Context: an optimization exercise on an open-source flow, tuned for a short achievable clock period and few clock cycles per item. The choices shown serve that exercise and are no tape-out recipe.
Only simulation tests tie the RTL to the original design; equivalence was not proved.
Power and IR drop assume default switching activity.

**flow/design.v**
```verilog
package core_pkg;
  localparam int XLEN = 32;
  localparam logic [XLEN-1:0] RESET_PC = '0;
  localparam logic [6:0] OPC_OP     = 7'b0110011;
  localparam logic [6:0] OPC_OP_IMM = 7'b0010011;
  localparam logic [6:0] OPC_LUI    = 7'b0110111;
  localparam logic [6:0] OPC_AUIPC  = 7'b0010111;
  localparam logic [6:0] OPC_LOAD   = 7'b0000011;
  localparam logic [6:0] OPC_STORE  = 7'b0100011;
  typedef enum logic [3:0] {
    ALU_ADD,
    ALU_SUB,
    ALU_AND,
    ALU_OR,
    ALU_XOR,
    ALU_SLT,
    ALU_SLTU,
    ALU_SLL,
    ALU_SRL,
    ALU_SRA,
    ALU_PASS_B
  } alu_op_t;
  typedef logic [1:0] mem_width_t;
  localparam mem_width_t MEM_BYTE = 2'b00;
  localparam mem_width_t MEM_HALF = 2'b01;
  localparam mem_width_t MEM_WORD = 2'b10;
  typedef enum logic {
    WB_ALU,
    WB_MEM
  } wb_sel_t;
  typedef struct packed {
    logic [XLEN-1:0] pc;
    logic [31:0]     instr;
    logic            valid;
  } if_id_t;
  typedef struct packed {
    logic [XLEN-1:0] op_a;
    logic [XLEN-1:0] op_b;
    logic [XLEN-1:0] store_data;  
    logic [4:0]      rs1;
    logic [4:0]      rs2;
    logic            use_rs1;
    logic            use_rs2;
    alu_op_t         alu_op;
    logic [4:0]      rd;
    logic            reg_write;
    logic            mem_write;
    logic            mem_read;
    mem_width_t      mem_width;
    logic            mem_sign;
    wb_sel_t         wb_sel;
  } id_ex_t;
  typedef struct packed {
    logic [XLEN-1:0] result;
    logic [XLEN-1:0] store_data;
    logic [4:0]      rd;
    logic            reg_write;
    logic            mem_write;
    logic            mem_read;
    mem_width_t      mem_width;
    logic            mem_sign;
    wb_sel_t         wb_sel;
  } ex_mem_t;
  typedef struct packed {
    logic [XLEN-1:0] data;
    logic [4:0]      rd;
    logic            reg_write;
  } mem_wb_t;
  localparam if_id_t  IF_ID_BUBBLE  = '0;
  localparam id_ex_t  ID_EX_BUBBLE  = '0;
  localparam ex_mem_t EX_MEM_BUBBLE = '0;
  localparam mem_wb_t MEM_WB_BUBBLE = '0;
endpackage
`timescale 1ns/1ps
module rv_core (
  input  logic        clk,
  input  logic        reset_i,
  output logic [31:0] imem_addr_o,
  input  logic [31:0] imem_data_i,
  output logic [31:0] dmem_addr_o,
  output logic [31:0] dmem_wdata_o,
  output logic [3:0]  dmem_wstrb_o,
  output logic        dmem_we_o,
  input  logic [31:0] dmem_rdata_i,
  input  logic        dmem_stall_i,
  output logic        wb_valid_o,
  output logic [4:0]  wb_addr_o,
  output logic [31:0] wb_data_o
);
  localparam logic [6:0] OPC_OP     = 7'b0110011;
  localparam logic [6:0] OPC_OP_IMM = 7'b0010011;
  localparam logic [6:0] OPC_LUI    = 7'b0110111;
  localparam logic [6:0] OPC_AUIPC  = 7'b0010111;
  localparam logic [6:0] OPC_LOAD   = 7'b0000011;
  localparam logic [6:0] OPC_STORE  = 7'b0100011;
  function automatic logic [31:0] rev32(input logic [31:0] v);
    for (int i = 0; i < 32; i++) rev32[i] = v[31-i];
  endfunction
  function automatic logic [31:0] lanes(input logic [1:0] width, input logic [31:0] v);
    case (width)
      2'b00:   lanes = {4{v[7:0]}};
      2'b01:   lanes = {2{v[15:0]}};
      default: lanes = v;
    endcase
  endfunction
  function automatic logic [31:0] ks_add(input logic [31:0] a, input logic [31:0] b);
    ks_add = ks_pg(a & b, a | b, a ^ b);
  endfunction
  function automatic logic [31:0] ks_pg(input logic [31:0] g0, input logic [31:0] p0,
                                        input logic [31:0] hp);
    logic [31:0] p, g, pp, gg;
    g  = g0;
    p  = p0;
    for (int l = 1; l < 32; l = l * 2) begin
      pp = p;
      gg = g;
      for (int j = l; j < 32; j++) begin
        gg[j] = g[j] | (p[j] & g[j - l]);
        pp[j] = p[j] & p[j - l];
      end
      p = pp;
      g = gg;
    end
    ks_pg = hp ^ {g[30:0], 1'b0};
  endfunction
  function automatic logic [3:0] onehot4(input logic [1:0] v);
    onehot4 = 4'b0001 << v;
  endfunction
  function automatic logic [7:0] onehot8(input logic [2:0] v);
    onehot8 = 8'b0000_0001 << v;
  endfunction
  function automatic logic [3:0] strobes(input logic [1:0] width, input logic [1:0] off);
    case (width)
      2'b00:   strobes = 4'b0001 << off;
      2'b01:   strobes = off[1] ? 4'b1100 : 4'b0011;
      default: strobes = 4'b1111;
    endcase
  endfunction
  logic [31:2] pc_q;      
  logic [31:2] d1_pcn;    
  logic        d1_valid;
  logic [31:0] d1_instr;
  logic [31:2] d1_pc;
  logic [31:0] d2_rf1, d2_rf2, d2_imm;
  logic [31:0] d2_ag, d2_ap, d2_ah;   
  logic [31:2] d2_pc;
  logic [4:0]  d2_rs1, d2_rs2, d2_rd;
  logic        d2_use1, d2_use2, d2_rw, d2_load, d2_store, d2_op, d2_lui, d2_auipc;
  logic [1:0]  d2_width;
  logic        d2_sign;
  logic        d2_addsub, d2_sub, d2_and, d2_or, d2_xor, d2_slt, d2_sltu;
  logic        d2_sll, d2_srl, d2_sra;
  logic [31:0] x_a, x_ash, x_b, x_bx;           
  logic [3:0]  x_sh1;                           
  logic [7:0]  x_sh4;                           
  logic [31:0] x_base, x_imm, x_sd;             
  logic [31:0] x_wdata;
  logic [31:2] x_addr;
  logic [3:0]  x_strb;
  logic        x_store, x_load;
  logic [1:0]  x_off;
  logic        x_addsub, x_sub, x_and, x_or, x_xor, x_slt, x_sltu, x_sll, x_sr, x_sra;
  logic [4:0]  x_rd;
  logic        x_rw;
  logic [1:0]  x_width;
  logic        x_sign;
  logic [31:0] m_result;
  logic [4:0]  m_rd;
  logic        m_v;
  logic [31:0] w_data;
  logic [31:1] w_we;    
  logic [31:0] regs [1:31];
  logic [31:1] rsel1, rsel2;  
  logic        mh1, mh2;    
  logic        wh1, wh2;    
  logic [31:0] res;   
  logic pkeep;    
  logic hold;     
  logic pbusy;    
  logic agi;      
  logic memwait;  
  logic front;    
  assign pkeep   = dmem_stall_i & (x_load | x_store);
  assign hold    = dmem_stall_i & x_load;
  assign pbusy   = dmem_stall_i & x_store;
  assign memwait = pbusy & (d2_load | d2_store);
  assign front   = hold | agi | memwait;
  assign imem_addr_o = {pc_q, 2'b00};
  always_ff @(posedge clk) begin
    if (reset_i) begin
      pc_q     <= '0;
      d1_valid <= 1'b0;
    end else begin
      pc_q <= front ? d1_pcn : pc_q + 30'd1;
      if (!front) d1_valid <= 1'b1;
    end
  end
  always_ff @(posedge clk) begin
    if (!front) begin
      d1_instr <= imem_data_i;
      d1_pc    <= pc_q;
      d1_pcn   <= pc_q + 30'd1;
    end
  end
  logic [6:0]  opc;
  logic [2:0]  f3;
  logic [4:0]  rs1, rs2, rd;
  logic        is_op, is_opi, is_alu, is_lui, is_auipc, is_load, is_store;
  logic        use1, use2, rw;
  logic [31:0] imm;
  logic [31:0] rf1, rf2;
  assign opc = d1_instr[6:0];
  assign rd  = d1_instr[11:7];
  assign f3  = d1_instr[14:12];
  assign rs1 = d1_instr[19:15];
  assign rs2 = d1_instr[24:20];
  assign is_op    = d1_valid && opc == OPC_OP;
  assign is_opi   = d1_valid && opc == OPC_OP_IMM;
  assign is_alu   = is_op | is_opi;
  assign is_lui   = d1_valid && opc == OPC_LUI;
  assign is_auipc = d1_valid && opc == OPC_AUIPC;
  assign is_load  = d1_valid && opc == OPC_LOAD;
  assign is_store = d1_valid && opc == OPC_STORE;
  assign use1 = (is_alu | is_load | is_store) && rs1 != 5'd0;
  assign use2 = (is_op | is_store) && rs2 != 5'd0;
  assign rw   = (is_alu | is_lui | is_auipc | is_load) && rd != 5'd0;
  always_comb begin
    if (is_lui | is_auipc) imm = {d1_instr[31:12], 12'b0};
    else if (is_store)     imm = {{20{d1_instr[31]}}, d1_instr[31:25], d1_instr[11:7]};
    else                   imm = {{20{d1_instr[31]}}, d1_instr[31:20]};
  end
  logic [31:0] rd1, rd2;
  always_comb begin
    rd1 = '0;
    rd2 = '0;
    for (int k = 1; k < 32; k++) begin
      rd1 = rd1 | ({32{rsel1[k]}} & regs[k]);
      rd2 = rd2 | ({32{rsel2[k]}} & regs[k]);
    end
    if (mh1) rf1 = m_result;
    else if (wh1) rf1 = w_data;
    else rf1 = rd1;
    if (mh2) rf2 = m_result;
    else if (wh2) rf2 = w_data;
    else rf2 = rd2;
  end
  always_ff @(posedge clk) begin
    for (int k = 1; k < 32; k++) begin
      if (w_we[k]) regs[k] <= w_data;
    end
  end
  logic [4:0] in_rs1, in_rs2;
  logic [6:0] in_opc;
  logic       in_use1, in_use2;
  logic       h1a, h1b, h2a, h2b;
  assign in_opc  = imem_data_i[6:0];
  assign in_rs1  = imem_data_i[19:15];
  assign in_rs2  = imem_data_i[24:20];
  assign in_use1 = (in_opc == OPC_OP || in_opc == OPC_OP_IMM || in_opc == OPC_LOAD ||
                    in_opc == OPC_STORE) && in_rs1 != 5'd0;
  assign in_use2 = (in_opc == OPC_OP || in_opc == OPC_STORE) && in_rs2 != 5'd0;
  always_ff @(posedge clk) begin
    for (int k = 1; k < 32; k++) begin
      rsel1[k] <= front ? rs1 == 5'(k) : in_rs1 == 5'(k);
      rsel2[k] <= front ? rs2 == 5'(k) : in_rs2 == 5'(k);
    end
    mh1 <= !hold && x_rw && (front ? x_rd == rs1 : x_rd == in_rs1);
    mh2 <= !hold && x_rw && (front ? x_rd == rs2 : x_rd == in_rs2);
    wh1 <= m_v && (front ? m_rd == rs1 : m_rd == in_rs1);
    wh2 <= m_v && (front ? m_rd == rs2 : m_rd == in_rs2);
  end
  always_ff @(posedge clk) begin
    if (!hold) begin
      h1a <= in_use1 && in_rs1 == d2_rd;
      h1b <= in_use2 && in_rs2 == d2_rd;
      h2a <= use1 && rs1 == d2_rd;
      h2b <= use2 && rs2 == d2_rd;
    end
  end
  logic [31:0] fix1, fix2, base, bsel, agu;
  logic [31:0] n_base, n_imm;
  logic        fwd1, fwd2;
  assign fwd1 = !hold && x_rw && (front ? h2a : h1a);
  assign fwd2 = !hold && x_rw && (front ? h2b : h1b);
  assign n_base = fwd1 ? res : (front ? d2_rf1 : rf1);
  assign n_imm  = front ? d2_imm : imm;
  always_comb begin
    fix1 = d2_rf1;
    fix2 = d2_rf2;
    if (d2_lui)        base = '0;
    else if (d2_auipc) base = {d2_pc, 2'b00};
    else               base = fix1;
    bsel = d2_op ? fix2 : d2_imm;
    agu  = ks_pg(d2_ag, d2_ap, d2_ah);
  end
  assign agi = (d2_load | d2_store) && x_rw && h2a;
  always_ff @(posedge clk) begin
    if (reset_i) begin
      d2_rw    <= 1'b0;
      d2_load  <= 1'b0;
      d2_store <= 1'b0;
      d2_use1  <= 1'b0;
      d2_use2  <= 1'b0;
    end else if (!front) begin
      d2_rw    <= rw;
      d2_load  <= is_load;
      d2_store <= is_store;
      d2_use1  <= use1;
      d2_use2  <= use2;
    end
  end
  always_ff @(posedge clk) begin
    d2_rf1 <= n_base;
    d2_ag  <= n_base & n_imm;
    d2_ap  <= n_base | n_imm;
    d2_ah  <= n_base ^ n_imm;
    d2_rf2 <= fwd2 ? res : (front ? d2_rf2 : rf2);
    if (!front) begin
      d2_imm    <= imm;
      d2_pc     <= d1_pc;
      d2_rs1    <= rs1;
      d2_rs2    <= rs2;
      d2_rd     <= rd;
      d2_op     <= is_op;
      d2_lui    <= is_lui;
      d2_auipc  <= is_auipc;
      d2_width  <= f3[1:0];
      d2_sign   <= ~f3[2];
      d2_addsub <= (is_alu && f3 == 3'b000) || is_lui || is_auipc;
      d2_sub    <= (is_op && f3 == 3'b000 && d1_instr[30]) ||
                   (is_alu && (f3 == 3'b010 || f3 == 3'b011));
      d2_sll    <= is_alu && f3 == 3'b001;
      d2_slt    <= is_alu && f3 == 3'b010;
      d2_sltu   <= is_alu && f3 == 3'b011;
      d2_xor    <= is_alu && f3 == 3'b100;
      d2_srl    <= is_alu && f3 == 3'b101 && !d1_instr[30];
      d2_sra    <= is_alu && f3 == 3'b101 && d1_instr[30];
      d2_or     <= is_alu && f3 == 3'b110;
      d2_and    <= is_alu && f3 == 3'b111;
    end
  end
  logic        fa, fb, fs;
  logic [31:0] sd;
  assign fa = x_rw && h2a;
  assign fb = d2_op && x_rw && h2b;
  assign fs = d2_store && x_rw && h2b;
  assign sd = fs ? res : fix2;
  always_ff @(posedge clk) begin
    x_a   <= fa ? res : base;
    x_ash <= fa ? (d2_sll ? rev32(res) : res) : (d2_sll ? rev32(base) : base);
    x_b   <= fb ? res : bsel;
    x_bx  <= fb ? (d2_sub ? ~res : res) : (d2_sub ? ~bsel : bsel);
    x_sh1 <= fb ? onehot4(res[1:0]) : onehot4(bsel[1:0]);
    x_sh4 <= fb ? onehot8(res[4:2]) : onehot8(bsel[4:2]);
  end
  always_ff @(posedge clk) begin
    x_addsub <= !hold && d2_addsub;
    x_sub    <= !hold && d2_sub;
    x_and    <= !hold && d2_and;
    x_or     <= !hold && d2_or;
    x_xor    <= !hold && d2_xor;
    x_slt    <= !hold && d2_slt;
    x_sltu   <= !hold && d2_sltu;
    x_sll    <= !hold && d2_sll;
    x_sr     <= !hold && (d2_srl | d2_sra);
    x_sra    <= !hold && d2_sra;
  end
  logic [31:0] addr_k;
  assign addr_k = x_base + x_imm;
  always_ff @(posedge clk) begin
    if (pkeep) begin
      x_addr  <= addr_k[31:2];
      x_wdata <= lanes(x_width, x_sd);
      x_strb  <= x_load ? 4'b0000 : strobes(x_width, x_off);
    end else begin
      x_addr  <= agu[31:2];
      x_wdata <= lanes(d2_width, sd);
      x_strb  <= d2_store ? strobes(d2_width, agu[1:0]) : 4'b0000;
    end
  end
  always_ff @(posedge clk) begin
    if (reset_i) begin
      x_store <= 1'b0;
      x_load  <= 1'b0;
      x_rw    <= 1'b0;
    end else if (pbusy) begin
      x_store <= 1'b1;
      x_load  <= 1'b0;
      x_rw    <= d2_rw & ~agi & ~memwait;
    end else if (!hold) begin
      x_store <= d2_store & ~agi;
      x_load  <= d2_load & ~agi;
      x_rw    <= d2_rw & ~agi;
    end
  end
  always_ff @(posedge clk) begin
    if (!pkeep) begin
      x_base  <= fix1;
      x_imm   <= d2_imm;
      x_sd    <= sd;
      x_off   <= agu[1:0];
      x_width <= d2_width;
      x_sign  <= d2_sign;
    end
    if (!hold) begin
      x_rd    <= d2_rd;
    end
  end
  logic [31:0] sr, lane, ld;
  logic [33:0] sumc;
  logic [31:0] sum;
  logic        lt_s, lt_u, fill;
  assign sumc = {1'b0, x_a, 1'b1} + {1'b0, x_bx, x_sub};
  assign sum  = sumc[32:1];
  assign lt_u = ~sumc[33];
  assign lt_s = (x_a[31] ^ x_b[31]) ? x_a[31] : sum[31];
  logic [34:0] sx;
  logic [31:0] s1;
  assign fill = x_sra & x_ash[31];
  assign sx   = {{3{fill}}, x_ash};
  always_comb begin
    for (int i = 0; i < 32; i++) begin
      s1[i] = (x_sh1[0] & sx[i]) | (x_sh1[1] & sx[i+1]) | (x_sh1[2] & sx[i+2]) | (x_sh1[3] & sx[i+3]);
    end
    for (int i = 0; i < 32; i++) begin
      sr[i] = 1'b0;
      for (int k = 0; k < 8; k++) begin
        sr[i] = sr[i] | (x_sh4[k] & ((i + 4*k < 32) ? s1[(i + 4*k) % 32] : fill));
      end
    end
  end
  assign lane = dmem_rdata_i >> {x_off, 3'b000};
  always_comb begin
    case (x_width)
      2'b00:   ld = {{24{x_sign & lane[7]}}, lane[7:0]};
      2'b01:   ld = {{16{x_sign & lane[15]}}, lane[15:0]};
      default: ld = dmem_rdata_i;
    endcase
  end
  assign res = ({32{x_addsub}} & sum)
             | ({32{x_and}}    & (x_a & x_b))
             | ({32{x_or}}     & (x_a | x_b))
             | ({32{x_xor}}    & (x_a ^ x_b))
             | {31'd0, (x_slt & lt_s) | (x_sltu & lt_u)}
             | ({32{x_sll}}    & rev32(sr))
             | ({32{x_sr}}     & sr)
             | ({32{x_load}}   & ld);
  assign dmem_addr_o  = {x_addr, 2'b00};
  assign dmem_we_o    = x_store;
  assign dmem_wstrb_o = x_strb;
  assign dmem_wdata_o = x_wdata;
  always_ff @(posedge clk) begin
    if (reset_i) m_v <= 1'b0;
    else         m_v <= x_rw & ~hold;
  end
  always_ff @(posedge clk) begin
    m_result <= res;
    m_rd     <= x_rd;
  end
  assign wb_valid_o = m_v;
  assign wb_addr_o  = m_rd;
  assign wb_data_o  = m_result;
  always_ff @(posedge clk) begin
    w_data <= m_result;
    for (int k = 1; k < 32; k++) w_we[k] <= m_v && m_rd == 5'(k);
  end
endmodule
```
**flow/run.sh**
```bash
#!/bin/bash
# synth_recipe.tcl (not shown) runs the flow's synth.tcl, then flattens the netlist and writes it again
# the make line also repeats each setting of config.mk as NAME=value (left out here)
make -C /OpenROAD-flow-scripts/flow DESIGN_CONFIG=/design/flow/config.mk WORK_HOME=/design/flow/orfs CLKGATE_MAP_FILE= SYNTH_SCRIPT=/design/flow/synth_recipe.tcl finish
```
**flow/config.mk**
```make
export PLATFORM = sky130hd
export DESIGN_NAME = rv_core
export DESIGN_NICKNAME = rv_core
export VERILOG_FILES = /design/flow/design.v
export SDC_FILE = /design/flow/constraint.sdc
export NUM_CORES = 4
export LEC_CHECK = 0
export ABC_CLOCK_PERIOD_IN_PS = 2500
export CAP_MARGIN = 20
export CORE_MARGIN = 2
export CORE_UTILIZATION = 30
export SETUP_SLACK_MARGIN = 4.5
export SLEW_MARGIN = 20
export TNS_END_PERCENT = 100
```
**flow/constraint.sdc**
```tcl
create_clock -name core_clock -period 7.5 [get_ports {clk}]
set_input_delay 1.5000 -clock core_clock [delete_from_list [all_inputs] [get_ports {clk}]]
set_output_delay 1.5000 -clock core_clock [all_outputs]
set_load 0.01 [all_outputs]
```
==> results.cfg, run 1 <==
[worst_setup_path]
critPathArrivalTime_ns = 3.89
r2r-end = x_ash[2]$_DFF_P_
start_kind = register
startpoint = x_a[6]$_DFF_P_
cp.depth = 12
crit_path_frequent_cell = nand3_4
worstSetupPathType = register to register
worstSetupEndpointType = register
cpPeakStageDelay_ns = 0.49
required_ns = 8.21
cp-endpoint = x_ash[2]$_DFF_P_
critPathSlowestCell = a221o_4
r2r.worst_path.cells = 12
reg2reg_from = x_a[6]$_DFF_P_
crit_chain = ha_4 -> o21a_2 -> o21ai_0 -> o21ba_4 -> o211ai_4 -> nand3_4 -> nand3_4 -> mux2i_2 -> a221o_4 -> buf_12 -> a21oi_4 -> a21oi_1
rrSetupSlack_ns = 4.32
cp_top_family = compound AO/OA/AOI/OAI gates
crit_fanout = 6
worst-path-buf-inv = 1

[final_layout]
drive_gt1_share_pct = 23.0
fillers = 24523
synthToLayoutAreaGrowth_pct = 24.3
fin_nets = 6862
final_common_cell = edfxtp_1
final_cell_mix = edfxtp_1, dfxtp_1, a22oi_1

[cts]
clk_latency_ns = 0.88
clockBufferDepth = 3
cts_tree = done
cts_buffers = 189
htree_num_levels = 4
clk_pin_slew_ns = 0.06
cts_root_buf = clkbuf_16
clkSinkCount = 1854

[floorplanning]
rows = 187
die_width_um = 515
core-area_um2 = 260000
fp.dieH_um = 515
start_util_pct = 30.2
ios = 206
die_area_um2 = 265000

[power]
ir_drop_mv = 0.221
clock_power_share_pct = 40.3
power_density_nw_per_um2 = 256
power.net_switching_mw = 6.67
finalPower_mw = 24.9
pwr-share-comb_pct = 12.3
p_leak_nw = 35.1
seqPwrFrac_pct = 47.4
p_int_mw = 18.2
switching_share_pct = 26.8

[sta]
slew_violations = 0
fmax_mhz = 315
worst_slew_pin_slew_ns = 1.24
tns_ns = 0
post-route-min-period_ns = 3.18
rsz0062_at_grt = true
relSlewSlack_pct = 17.4
finalHoldViolCount = 0
finalCritPeriodShare_pct = 42.3
fin_skew_ns = 0.0503
finalSetupViolCount = 0

[route]
num_vias = 65861
wl_per_cell_um = 36.8
post_drt_via_cell_ratio = 6.45
postRouteAntennaNets = 0
first_pass_iters = 11
drc_errors = 0
routed_wl_um = 375000
drt-initial-drc-count = 12859

[placement]
post-dp-hpwl_um = 217000
routabilityCongestion = 0.982
portBuffers = 201

[global_routing]
grt-ovfl-total = 0
grt_max_degree = 93
grt_pass1_wl_um = 498000
grt_pass1_vias = 60162
grt_use_total_pct = 26.8
antenna_found_initial = 32

[min_path]
hold_path_class = register to register
min-delay-start = m_result[2]$_DFF_P_
hold-path-cell-count = 0

[logic_synthesis]
synth-seq-cells = 1854
ys_types = 94
syn_inst = 6224
avgSynthCellArea_um2 = 12.6
syn_area_um2 = 78300
synthArstFlopShare_pct = 0
ys_seq_area_share_pct = 63.3
synth_edf_count = 1247
ys_warn_count = 2
synth_flop_cell = edfxtp_1

[outcome]
status = no timing/DRC/antenna violations

[flow_run]
max_cap_viol_count = 0
logic make-up after synthesis:
family	after synthesis	share of synthesized area [%]
AND/OR/NAND/NOR	1204	7.26
adder cells (fa/ha/maj)	172	2.76
AO/OA/AOI/OAI	2091	19.9
flip-flops	1854	63.3
other	1	0.00479
XOR/XNOR	166	1.86
multiplexers	148	1.97
buffers and inverters	588	2.88
per-layer routing:
metal  vias to the layer above  track usage [%]  part of all wire, %
met5                         -            0.256                0.095
met4                        32             17.1                  8.6
met3                      1830             12.1                   16
met2                      6490             38.0                   40
met1                     32106             32.8                   35
li1                      25403                -                    -
cells in the mapped netlist, drive strengths merged (10+ instances only):
master / count / area (um2)
a211o: 10 / 87.6
a211oi: 49 / 395
a21o: 50 / 375
a21oi: 324 / 1660
a221o: 24 / 240
a221oi: 344 / 3070
a222oi: 14 / 140
a22o: 325 / 2850
a22oi: 422 / 3180
a31oi: 22 / 144
and2: 24 / 150
and3: 22 / 138
buf: 72 / 322
clkbuf: 337 / 1260
dfxtp: 607 / 12200
edfxtp: 1247 / 37400
ha: 171 / 2140
inv: 178 / 668
mux2: 37 / 420
mux2i: 110 / 1100
nand2: 392 / 1470
nand2b: 28 / 175
nand3: 127 / 646
nand3b: 11 / 82.6
nand4: 149 / 932
nor2: 304 / 1140
nor2b: 57 / 364
nor3: 25 / 125
nor4: 10 / 77.6
o211ai: 63 / 492
o21a: 34 / 255
o21ai: 225 / 1130
o22ai: 17 / 106
o31ai: 15 / 113
o32ai: 64 / 561
or2: 29 / 181
xnor2: 80 / 701
xor2: 86 / 753
worst reg2reg max path: cells and delay by family (launching register included):
family	cells	cell delay, ns
flip-flops	1	0.38
AO/OA/AOI/OAI	7	1.73
adder cells (fa/ha/maj)	1	0.33
multiplexers	1	0.08
AND/OR/NAND/NOR	2	0.36
buffers and inverters	1	0.17
area by class of cell:
cell class / instances / area, um2 / share of cell area, %
timing repair buffer: 606 / 5810 / 5.98
sequential: 1854 / 50100 / 51.5
clock inverter: 96 / 1170 / 1.21
clock buffer: 263 / 5410 / 5.56
tap: 3402 / 4260 / 4.37
antenna: 15 / 37.5 / 0.0386
timing repair inverter: 1 / 8.76 / 0.00900
inverter: 179 / 727 / 0.747
multi-input combinational: 3792 / 29800 / 30.6
flip-flops by register name, indices dropped and copies added (netlist names), 31 cells and up:
signal,flops
x_b,32
x_sd,32
x_base,32
d2_rf1,32
x_bx,32
regs,992
x_wdata,32
rsel1,31
w_we,31
x_ash,32
d2_imm,32
m_result,32
x_a,32
d2_rf2,32
d1_instr,32
d2_ah,32
d2_ag,31
rsel2,31
x_imm,32
w_data,32
through the flow:
stage | util, % | hold slack [ns] | cell area [um2] | instances | worst slack (ns)
floorplan | - | 0.400 | 79000 | 6227 | 3.88
global placement | 32.7 | 0.404 | 85000 | 9591 | 2.53
detailed placement | 32.8 | 0.405 | 85100 | 9592 | 2.47
CTS | 36.6 | 0.396 | 95000 | 10114 | 4.35
global route | 37.5 | 0.409 | 97300 | 10194 | 4.34
finish | 37.5 | 0.400 | 97300 | 10208 | 4.32
worst min-delay path by stage:
stage | end | slack (ns)
3_5_place_dp | d2_pc[24]$_DFFE_PP_ | 0.40
2_1_floorplan | d2_pc[10]$_DFFE_PP_ | 0.40
4_1_cts | d2_pc[20]$_DFFE_PP_ | 0.40
5_1_grt | w_data[2]$_DFF_P_ | 0.41
6_report | w_data[2]$_DFF_P_ | 0.40
3_3_place_gp | d2_pc[10]$_DFFE_PP_ | 0.40
what timing repair did:
action	CTS	global route
setup endpoints to repair	791	247
buffers inserted	156	76
endpoints found under the hold margin	0	0
gates cloned	7	2
pin swaps	93	138
hold buffers	0	0
resized for setup	933	332
power by group through the flow:
stage          clock [mW]  sequential [mW]  combinational (mW)
2_1_floorplan           0             11.7                1.41
3_3_place_gp            0             12.0                2.45
3_5_place_dp            0             12.0                2.47
4_1_cts              10.0             11.8                2.71
5_1_grt              10.4             11.8                3.20
6_report             10.0             11.8                3.06
Testbench counts, summed over its fixed seeds: cycles 11,705, instrs 11,200.
==> run 2, diff against run 1 <==
--- a/flow/config.mk
+++ b/flow/config.mk
@@ -9,5 +9,5 @@
 export CAP_MARGIN = 20
 export CORE_MARGIN = 2
-export CORE_UTILIZATION = 30
+export CORE_UTILIZATION = 35
 export SETUP_SLACK_MARGIN = 4.5
 export SLEW_MARGIN = 20
==> run 2 against run 1 <==
Effect of this change:
- flip-flop and latch count did not move
- non-clock buffer count fell by 6
- sequential power barely moved
- worst setup slack got worse by 0.053 ns
- critical path type unchanged
- largest cell class unchanged
==> results.cfg, run 2 <==
[outcome]
status = no timing/DRC/antenna violations

[worst_setup_path]
start_kind = register
crit_fanout = 26
r2r-end = d2_ah[26]$_DFF_P_
reg2reg_from = wh1$_DFF_P_
required_ns = 8.25
r2r.worst_path.cells = 8
critPathArrivalTime_ns = 3.97
startpoint = wh1$_DFF_P_
worstSetupPathType = register to register
rrSetupSlack_ns = 4.27
cp-endpoint = d2_ah[26]$_DFF_P_
worstSetupEndpointType = register

[sta]
hold_slack_ns = 0.415
finalSetupViolCount = 0
finalCritPeriodShare_pct = 43.0
fin_skew_ns = 0.0458
slew_violations = 0
fmax_mhz = 310
worst_slew_pin_slew_ns = 1.23
rsz0062_at_grt = true
tns_ns = 0
relSlewSlack_pct = 18.0
finalHoldViolCount = 0
post-route-min-period_ns = 3.23
setup_ws_ns = 4.27

[logic_synthesis]
synth_adder_area_share_pct = 2.76
synth_largest_area_cell = edfxtp_1
synth_compound_area_share_pct = 19.9
avgSynthCellArea_um2 = 12.6
synth_top_area_share_pct = 47.8
synthTopCellsByCount = edfxtp_1, dfxtp_1, a22oi_1
syn_area_um2 = 78300
synth-seq-cells = 1854
muxShareOfSynthArea_pct = 1.97
ys_seq_area_share_pct = 63.3
synth_xor_area_share_pct = 1.86
synth_top_family_by_area = compound AO/OA/AOI/OAI gates
synth-simple-area-share_pct = 7.26
ys_types = 94
syn_inst = 6224
ys_warn_count = 2
synthArstFlopShare_pct = 0
synthTopCellsByArea = edfxtp_1, dfxtp_1, a22oi_1, a221oi_1, a22o_1
synth_flop_cell = edfxtp_1
synth_edf_count = 1247
synth.most_common_cell = edfxtp_1

[route]
drt-initial-drc-count = 12821
num_vias = 65010
wl_per_cell_um = 37.4
post_drt_via_cell_ratio = 6.65
postRouteAntennaNets = 0
routed_wl_um = 365000
first_pass_iters = 9
drc_errors = 0

[placement]
dp_slack_ns = 2.45
post-dp-hpwl_um = 217000
portBuffers = 201
routabilityCongestion = 0.960
dp_cells = 9161

[final_layout]
drive_gt1_share_pct = 22.0
fin_nets = 6855
final_cell_mix = edfxtp_1, a22oi_1, dfxtp_1
synthToLayoutAreaGrowth_pct = 23.5
largest_reg_flops = 992
final_cells = 9774
regMostFlops = regs
final_common_cell = edfxtp_1

[floorplanning]
rows = 173
start_util_pct = 35.2
fp.dieH_um = 477
die_area_um2 = 228000
core-area_um2 = 222000
die_width_um = 477
ios = 206

[global_routing]
grt_pass1_vias = 60457
antenna_found_initial = 28
grt_use_total_pct = 30.5
grt_max_degree = 109
grt_pass1_wl_um = 490000
grt-ovfl-total = 0

[min_path]
hold_path_class = register to register
min-delay-start = d1_pc[4]$_DFFE_PP_

[cts]
cts_tree = done
cts_buffers = 189
cts_root_buf = clkbuf_16
clkSinkCount = 1854
clk_latency_ns = 0.86
htree_num_levels = 4
clockBufferDepth = 3
clk_pin_slew_ns = 0.06

[power]
power_density_nw_per_um2 = 255
p_leak_nw = 35.2
finalPower_mw = 24.6
ir_drop_mv = 0.174

[flow_run]
max_cap_viol_count = 0
[run 2: cell counts after synthesis]
No cell type changed its count.
[run 2: power by group]
| group | switching [mW] | total (mW) | internal, mW | leakage (nW) |
|---|---|---|---|---|
| sequential | 0.555 | 11.8 | 11.2 | 17.7 |
| clock | 4.20 | 9.91 | 5.70 | 3.16 |
| combinational | 1.73 | 2.92 | 1.19 | 14.3 |
| total | 6.49 | 24.6 | 18.1 | 35.2 |
[run 2: cells by family (layout without fill, tap and decap cells)]
family | Yosys count | in the layout
AO/OA/AOI/OAI | 2091 | 2093
XOR/XNOR | 166 | 166
adder cells (fa/ha/maj) | 172 | 172
buffers and inverters | 588 | 1137
flip-flops | 1854 | 1854
multiplexers | 148 | 148
other | 1 | 22
AND/OR/NAND/NOR | 1204 | 1207
[run 2: worst min path at each step]
stage / to / slack [ns] / depth (start not counted)
after floorplan: d2_pc[10]$_DFFE_PP_ / 0.40 / 0
after global placement: d2_pc[8]$_DFFE_PP_ / 0.41 / 0
after detailed placement: d2_pc[10]$_DFFE_PP_ / 0.40 / 0
after CTS: d2_pc[4]$_DFFE_PP_ / 0.41 / 0
after global routing: d2_pc[29]$_DFFE_PP_ / 0.42 / 0
final: d2_pc[4]$_DFFE_PP_ / 0.42 / 0
[run 2: stage by stage]
| stage | utilization [%] | cell area (um2) |
|---|---|---|
| after detailed placement | 38.0 | 84500 |
| after floorplan | - | 79000 |
| final | 43.5 | 96700 |
| after global routing | 43.5 | 96700 |
| after CTS | 42.4 | 94400 |
| after global placement | 38.0 | 84500 |
[run 2: cell type report]
class	count	area, um2
Antenna cell	18	45.0
Fill cell	20009	126000
Timing Repair inverter	2	22.5
Clock inverter	86	1010
Tap cell	2975	3720
Inverter	179	747
Sequential cell	1854	50100
Multi-Input combinational cell	3790	29600
Timing Repair Buffer	600	5920
Clock buffer	270	5480
[run 2: worst max-delay path, stage by stage (launching register included)]
cell and delay (ns):
dfxtp_4 0.68, clkinvlp_4 0.49, buf_8 0.39, o32ai_4 0.46, o211ai_1 0.34, o211ai_1 0.21
buf_4 0.16, o21ai_4 0.05, ha_4 0.25
[run 2: per-layer routing]
| layer | wire, um | vias up | track usage (%) | part of all wire (%) |
|---|---|---|---|---|
| met5 | 383 | - | 0.210 | 0.10 |
| met4 | 30100 | 28 | 19.5 | 8.2 |
| met3 | 59800 | 1734 | 13.0 | 16 |
| met2 | 149000 | 6390 | 43.5 | 41 |
| met1 | 126000 | 31497 | 37.7 | 35 |
| li1 | - | 25361 | - | - |
[run 2: repair_timing]
item | CTS | global route
buffers inserted | 145 | 83
cloned | 6 | 4
resized for setup | 856 | 317
setup endpoints to repair | 882 | 331
hold buffers | 0 | 0
pin swaps | 91 | 104

-- afterwards: timing with drivers on the ports --
No port has a modelled driver above. Below, the same layouts with a new extraction and two added sets of constraints. Step 1, drivers: a clkbuf_16 drives clk and a buf_2 each remaining input, both assumed. Step 2 times the ports against the registers' clock, not the clock port: input delays grow and output delays shrink by t, the midpoint of the rising clock arrivals with the driver on. a / b / c = ideal ports / drivers / drivers and shift; a / b = the first two.
run | shift t [ns] | setup WS [ns] | hold WS [ns]
run 1 | 0.929 | 4.324 / 4.324 / 3.446 | 0.400 / 0.400 / 0.400
run 2 | 0.921 | 4.272 / 4.272 / 3.501 | 0.415 / 0.415 / 0.415
After both steps setup and hold are still met in every run listed. For run 1, which loses most, drivers alone change the setup slack by 0.000 ns; drivers and shift together by -0.878 ns.
